This is an optimization exercise on Yosys and OpenROAD, whose aim is small area, a short achievable clock period and few clock cycles, not a production implementation.
Function was checked by simulation only, so behaviour that the tests miss may differ from the original.

## ecc_point_add
module ecc_point_add #(
    parameter int WIDTH = 32
) (
    input  logic             i_clk,
    input  logic             i_rst_n,
    input  logic             i_start,
    input  logic [WIDTH-1:0] i_p,
    input  logic [WIDTH-1:0] i_x1,
    input  logic [WIDTH-1:0] i_y1,
    input  logic [WIDTH-1:0] i_x2,
    input  logic [WIDTH-1:0] i_y2,
    output logic [WIDTH-1:0] o_x3,
    output logic [WIDTH-1:0] o_y3,
    output logic [WIDTH-1:0] o_z3,
    output logic             o_done
);
For scale: roughly 4900 cells after synthesis, about 420 flip-flops, about 260 I/O pins.
export LEC_CHECK = 0
export CAP_MARGIN = 20
export CORE_MARGIN = 2
export CORE_UTILIZATION = 40
export PLACE_DENSITY = 0.6
export SLEW_MARGIN = 20
create_clock -name core_clock -period 10.0 [get_ports {i_clk}]
run.sh (not shown) runs the stock make flow with config.mk's settings and CLKGATE_MAP_FILE= SYNTH_SCRIPT=/design/flow/synth_recipe.tcl, a recipe that flattens the netlist after the stock synthesis.
The first run finished with timing, DRC and antenna clean.
Testbench counts at the start, summed over its fixed seeds: cycles 11,328.
Rerun with:
SETUP_SLACK_MARGIN = 4   (was not set)
The changed run finished with timing, DRC and antenna clean.
Final cell count grows by 2.5%.
Synthesized cell count does not change.
Clock-buffer cell count went down by 3.
Setup slack gets better by 1.5 ns.
Routed wire length came out higher by 2.2%.

Another version of the RTL of ecc_point_add (not shown whole).
Size in the first run: roughly 5300 cells after synthesis, ~500 flip-flops, about 260 I/O pins, about 42000 um2 of cells after synthesis.
## ecc_point_add
module ecc_point_add #(
    parameter int WIDTH = 32
) (
    input  logic             i_clk,
    input  logic             i_rst_n,
    input  logic             i_start,
    input  logic [WIDTH-1:0] i_p,
    input  logic [WIDTH-1:0] i_x1,
    input  logic [WIDTH-1:0] i_y1,
    input  logic [WIDTH-1:0] i_x2,
    input  logic [WIDTH-1:0] i_y2,
    output logic [WIDTH-1:0] o_x3,
    output logic [WIDTH-1:0] o_y3,
    output logic [WIDTH-1:0] o_z3,
    output logic             o_done
);
==> flow/config.mk <==
export PLATFORM = sky130hd
export DESIGN_NAME = ecc_point_add
export DESIGN_NICKNAME = ecc_point_add
export VERILOG_FILES = /design/flow/design.v
export SDC_FILE = /design/flow/constraint.sdc
export NUM_CORES = 4
export LEC_CHECK = 0
export ABC_AREA = 1
export CAP_MARGIN = 20
export CORE_MARGIN = 2
export CORE_UTILIZATION = 40
export CTS_CLUSTER_DIAMETER = 110
export CTS_CLUSTER_SIZE = 16
export PLACE_DENSITY = 0.6
export SETUP_SLACK_MARGIN = 5
export SLEW_MARGIN = 20
==> flow/constraint.sdc <==
create_clock -name core_clock -period 10.0 [get_ports {i_clk}]
set_input_delay 2.0000 -clock core_clock [delete_from_list [all_inputs] [get_ports {i_clk}]]
set_output_delay 2.0000 -clock core_clock [all_outputs]
set_load 0.01 [all_outputs]
standard.sh (not shown) runs the stock make flow with config.mk's settings and CLKGATE_MAP_FILE= SYNTH_SCRIPT=/design/flow/synth_recipe.tcl, a recipe that flattens the netlist after the stock synthesis.
==> flow/flow/run.sh <==
#!/bin/bash
# Standard layout (the standard.sh: synthesis, floorplan, place, CTS,
# route, finish), with gate resizing not held to each cell's footprint.
set -euo pipefail
bash standard.sh MATCH_CELL_FOOTPRINT=0 finish > standard_make.log 2>&1
Testbench counts at the start, summed over its fixed seeds: cycles 11,328.
Rerun with:
==> flow/flow/run.sh (replaced) <==
#!/bin/bash
# Standard layout (the standard.sh: synthesis, floorplan, place, CTS,
# route, finish) with two changes to how timing repair works: gate resizing
# is not held to each cell's footprint, and repair aims for 6.5 ns of setup
# slack at the design's clock (the constraints themselves are unchanged).
set -euo pipefail
bash standard.sh MATCH_CELL_FOOTPRINT=0 SETUP_SLACK_MARGIN=6.5 finish > standard_make.log 2>&1
--- a/flow/config.mk
+++ b/flow/config.mk
@@ -10,7 +10,4 @@
 export CORE_MARGIN = 2
 export CORE_UTILIZATION = 40
-export CTS_CLUSTER_DIAMETER = 110
-export CTS_CLUSTER_SIZE = 16
 export PLACE_DENSITY = 0.6
-export SETUP_SLACK_MARGIN = 5
 export SLEW_MARGIN = 20
=> The new run completed with no timing, DRC or antenna violations. Die area stays the same. First-iteration DRC count goes up by 1.2%. Hold slack degrades by 0.038 ns. Setup slack is better by 0.17 ns. Synthesized area stays the same. Final area is higher by 20%. Via count rises by 7.7%.
Rerun with:
==> flow/flow/run.sh (replaced) <==
#!/bin/bash
# Standard layout (the standard.sh: synthesis, floorplan, place, CTS,
# route, finish), with gate resizing not held to each cell's footprint.
set -euo pipefail
bash standard.sh MATCH_CELL_FOOTPRINT=0 finish > standard_make.log 2>&1
--- a/flow/config.mk
+++ b/flow/config.mk
@@ -7,7 +7,8 @@
 export LEC_CHECK = 0
 export ABC_AREA = 1
-export CAP_MARGIN = 20
+export CAP_MARGIN = 10
 export CORE_MARGIN = 2
 export CORE_UTILIZATION = 40
 export PLACE_DENSITY = 0.6
-export SLEW_MARGIN = 20
+export SETUP_SLACK_MARGIN = 5
+export SLEW_MARGIN = 10
The changed run produced a clean layout.
Die area stays the same.
Fmax is lower by 3.2%.
Synthesized area stays the same.
Worst setup slack gets worse by 0.16 ns.
Non-clock buffer count is lower by 387.
Design area is lower by 15%.
Global-route usage is lower by 1.8 points.
Count of clock-buffer cells in the layout is higher by 8.

== run A ==
Another version of the RTL of ecc_point_add (not shown whole).
For scale: roughly 260 I/O pins.
Settings: LEC_CHECK=0, CAP_MARGIN=20, CORE_MARGIN=2, CORE_UTILIZATION=40, PLACE_DENSITY=0.6, SETUP_SLACK_MARGIN=5, SLEW_MARGIN=20; clock period 10.0 ns.
==> flow/flow/run.sh <==
#!/bin/bash
# Standard layout (the standard.sh: synthesis, floorplan, place, CTS,
# route, finish), with gate resizing not held to each cell's footprint.
set -euo pipefail
bash standard.sh MATCH_CELL_FOOTPRINT=0 finish > standard_make.log 2>&1
In summary, run A completed successfully, with a layout that passed the timing, DRC and antenna checks.
Testbench counts of run A, summed over its fixed seeds: cycles 11,328.
For run B, these inputs were changed with respect to run A:
# run A
export LEC_CHECK = 0
export CAP_MARGIN = 20
export CORE_MARGIN = 2
export CORE_UTILIZATION = 40
export PLACE_DENSITY = 0.6
export SETUP_SLACK_MARGIN = 5
export SLEW_MARGIN = 20
create_clock -name core_clock -period 10.0 [get_ports {i_clk}]
# run B
export LEC_CHECK = 0
export ABC_AREA = 1
export CAP_MARGIN = 20
export CORE_MARGIN = 2
export CORE_UTILIZATION = 40
export PLACE_DENSITY = 0.6
export SETUP_SLACK_MARGIN = 5
export SLEW_MARGIN = 20
create_clock -name core_clock -period 10.0 [get_ports {i_clk}]
Findings:
- Between run B and run A, it is run B whose met2 track demand over resource is higher, by 0.83 points.
- Run B vs run A, most common cell after layout, fill and taps aside: sky130_fd_sc_hd__nand2_1 vs sky130_fd_sc_hd__nor2_1
- Comparing run B and run A, the higher setup slack at placement is on run B.
- Taking run A as the reference, in run B die span in y climbed about 1.2%, total standard cell area after synthesis climbed about 2.5%.
- The synthesized instance count reported for run B is greater than that of run A by 1051.
- Against run A, run B comes in 0.023 ns lower on hold slack.
--- input diff run B..run C ---
# run B
export LEC_CHECK = 0
export ABC_AREA = 1
export CAP_MARGIN = 20
export CORE_MARGIN = 2
export CORE_UTILIZATION = 40
export PLACE_DENSITY = 0.6
export SETUP_SLACK_MARGIN = 5
export SLEW_MARGIN = 20
create_clock -name core_clock -period 10.0 [get_ports {i_clk}]
# run C
export LEC_CHECK = 0
export CAP_MARGIN = 20
export CORE_MARGIN = 2
export CORE_UTILIZATION = 55
export PLACE_DENSITY = 0.7
export SETUP_SLACK_MARGIN = 5
export SLEW_MARGIN = 20
create_clock -name core_clock -period 10.0 [get_ports {i_clk}]
## What came out
- Share of final-layout standard cells stronger than drive strength 1: run C vs run B up 3.5 points
- Per the comparison of run C with run B, count of clock-buffer cells in the layout shows a reduction of 17%; number of diodes added for antenna fixing shows an increase of 2.
- Die extent in y for run C is lower than for run B.

-- what the ideal ports hide --
The results above use ideal ports. As a check the final layouts listed here were re-extracted and re-timed, cells and wires unchanged. Step 1: set_driving_cell puts a clkbuf_16 on i_clk and a buf_2 on each other input, an assumption about the parent block. Step 2 moves the port delays by t, midway between the first and last clock arrival at a register: inputs arrive t later, outputs are due t later. That takes back most of the time a late clock gives input paths. Slacks: ideal / step 1 / step 2; pairs: ideal / step 1.
run | shift t [ns] | setup slack, ns | worst setup path after step 2
the first run of note 1 | 0.717 | 2.192 / 2.192 / 2.192 | register to register
the second run of note 1 | 0.697 | 3.701 / 3.701 / 3.701 | register to register
the first run of note 2 | 0.710 | 5.051 / 5.051 / 4.867 | input to register
the second run of note 2 | 0.712 | 5.225 / 5.225 / 5.225 | register to register
the third run of note 2 | 0.713 | 5.064 / 5.064 / 4.774 | input to register
run A | 0.750 | 4.603 / 4.603 / 4.603 | register to register
run B | 0.750 | 4.971 / 4.971 / 4.971 | register to register
run C | 0.720 | 4.534 / 4.534 / 4.534 | register to register
After both steps setup and hold are still met in every run listed. The setup slack of the third run of note 2, which loses most, moves by 0.000 ns with the drivers and by -0.290 ns with both steps.
